Background: an optimization exercise with open tools, aiming at small area. Do not read the settings as production practice. Only simulation tests tie the RTL to the original design; equivalence was not proved. Power figures rest on the tool's default switching activity, not on a simulated workload.

== oak ==
Design s64_core, start of the top module:
module s64_core (
    input  logic                clk_i,
    input  logic                rst_i,
    input  logic                ack_i,
    input  logic [64-1:0]  dat_i,
    output logic [61-1:0] adr_o,
    output logic                cyc_o,
    output logic                we_o,
    output logic                vpa_o,
    output logic [64-1:0]  dat_o
);
export LEC_CHECK = 0
export CAP_MARGIN = 20
export CORE_MARGIN = 2
export CORE_UTILIZATION = 40
export CTS_CLUSTER_DIAMETER = 100
export CTS_CLUSTER_SIZE = 24
export SLEW_MARGIN = 20
create_clock -name core_clock -period 10.0 [get_ports {clk_i}]
standard.sh (not shown) runs the stock make flow with config.mk's settings and CLKGATE_MAP_FILE= SYNTH_SCRIPT=/design/flow/synth_recipe.tcl, a recipe that flattens the netlist after the stock synthesis.
==> flow/flow/run.sh <==
#!/bin/bash
# Own layout flow: the standard layout (standard.sh), with three changes.
#  - Synthesis is ORFS's synthesis exactly as synth_recipe.tcl runs it, except
#    that the combinational logic is mapped with an area-oriented ABC script
#    (flow/abc_area.script) and without the full/half-adder extraction.
#    Registers (names, count, cell types) come from the same steps as the
#    standard synthesis, which all run before ABC.
#  - Ports are buffered with sky130_fd_sc_hd__buf_1.
#  - Clock tree synthesis clusters up to 24 sinks within 100 um and inserts
#    no dummy loads.
# Each tool writes its full output to its own log under orfs/logs; make's
# output goes to flow_make.log in this folder.
set -euo pipefail
W=$(pwd)
sed 's#log_cmd abc {\*}$abc_args#log_cmd abc -script '"$W"'/flow/abc_area.script {*}$lib_args {*}$lib_dont_use_args -constr $::env(OBJECTS_DIR)/abc.constr -D 10000#' \
    "$FLOW_HOME/scripts/synth.tcl" > "$W/own_synth_body.tcl"
grep -q "flow/abc_area.script" "$W/own_synth_body.tcl"
sed 's#source $::env(SCRIPTS_DIR)/synth.tcl#source '"$W"'/own_synth_body.tcl#' \
    "$W/synth_recipe.tcl" > "$W/own_synth.tcl"
grep -q "own_synth_body.tcl" "$W/own_synth.tcl"
bash "$W/standard.sh" SYNTH_SCRIPT="$W/own_synth.tcl" ADDER_MAP_FILE= \
    BUFFER_PORTS_ARGS="-buffer_cell sky130_fd_sc_hd__buf_1" \
    CTS_ARGS="-sink_clustering_enable -repair_clock_nets -sink_clustering_size 24 -sink_clustering_max_diameter 100 -dont_use_dummy_load" \
    finish > "$W/flow_make.log" 2>&1
test -f "$W/out/final.def"
==> flow/flow/abc_area.script <==
&get -n
&st
&dch -f
&nf -R 1000
&put
topo
stime -c
oak completed every stage of the flow, and the final layout passed the timing, design-rule and antenna checks.
Inputs modified between oak and pine:
Settings: SLEW_MARGIN now 5, was 20; CTS_CLUSTER_SIZE now 20, was 24; CAP_MARGIN now 5, was 20.
--- a/flow/flow/run.sh
+++ b/flow/flow/run.sh
@@ -9 +9 @@
-#  - Clock tree synthesis clusters up to 24 sinks within 100 um and inserts
+#  - Clock tree synthesis clusters up to 20 sinks within 100 um and inserts
@@ -23 +23 @@
-    CTS_ARGS="-sink_clustering_enable -repair_clock_nets -sink_clustering_size 24 -sink_clustering_max_diameter 100 -dont_use_dummy_load" \
+    CTS_ARGS="-sink_clustering_enable -repair_clock_nets -sink_clustering_size 20 -sink_clustering_max_diameter 100 -dont_use_dummy_load" \
==> comparison <==
Status: average wire length per cell after detail routing parity (oak, pine). The portion of the layout cell area used by non-clock buffers was comparable across pine and oak. Via count of the first global-routing pass essentially unchanged between oak and pine. The final reports for pine and oak show final worst-path cycle share higher in the former. As far as finished layout cell area is concerned, oak and pine perform about the same. Changes observed in pine relative to oak: number of iterations in the first detailed-routing pass down 1, total inserted antenna cells up 1, final setup slack of the worst path down 56 ps. In terms of final routed wirelength across all metal layers, oak and pine differ only marginally. On global routing usage summed across all routing layers, pine and oak are basically level.
Inputs modified between pine and birch:
Settings: CAP_MARGIN: 5 -> 20; SLEW_MARGIN: 5 -> 20.
==> flow/run.sh (new file) <==
#!/bin/bash
# synth_recipe.tcl (not shown) runs the flow's synth.tcl, then flattens the netlist and writes it again
# the make line also repeats each setting of config.mk as NAME=value (left out here)
make -C /OpenROAD-flow-scripts/flow DESIGN_CONFIG=/design/flow/config.mk WORK_HOME=/design/flow/orfs CLKGATE_MAP_FILE= SYNTH_SCRIPT=/design/flow/synth_recipe.tcl finish
removed: flow/flow/run.sh
removed: flow/flow/abc_area.script
removed: flow/standard.sh
Results
- In birch, the area growth from synthesis to final layout came out 1.4 points below the value in pine.
- When birch is measured against pine, its share of total power in combinational logic turns out 6.9 points higher.
- birch vs pine: global-route usage down
- birch does worse than pine on minimum period implied by the final worst setup slack.
- birch: wire length the detailed router placed on met1 higher than pine
- | number of standard cells in the final layout excluding fillers | birch vs pine | about 11% higher |

## port drivers added, routing unchanged
How much do the figures lean on ideal ports? The routed layouts below were timed once more, with nothing changed but the port constraints.
Step 1 sets driving cells, clkbuf_16 on the clock port and buf_2 on the other inputs (assumed; they add their load-dependent delay and slew).
Step 2, shift: input delay + t, output delay - t, t = (earliest + latest rising clock arrival at the registers) / 2. This alone moves slack from input paths to output paths.
a / b / c = ideal / step 1 / step 2; a / b = the first two.
| run | t (ns) | setup slack, ns | worst setup path after step 2 | latest minus earliest clock arrival (ns) | slew at the worst register clock pin (ns) |
|---|---|---|---|---|---|
| oak | 0.677 | 0.853 / 0.780 / 1.457 | register to output | 0.050 / 0.050 | 0.11 / 0.11 |
| pine | 0.686 | 0.797 / 0.723 / 1.410 | register to output | 0.055 / 0.055 | 0.09 / 0.09 |
| birch | 0.724 | 0.548 / 0.471 / 1.195 | register to output | 0.054 / 0.054 | 0.10 / 0.10 |
After both steps every run listed still meets setup and hold.
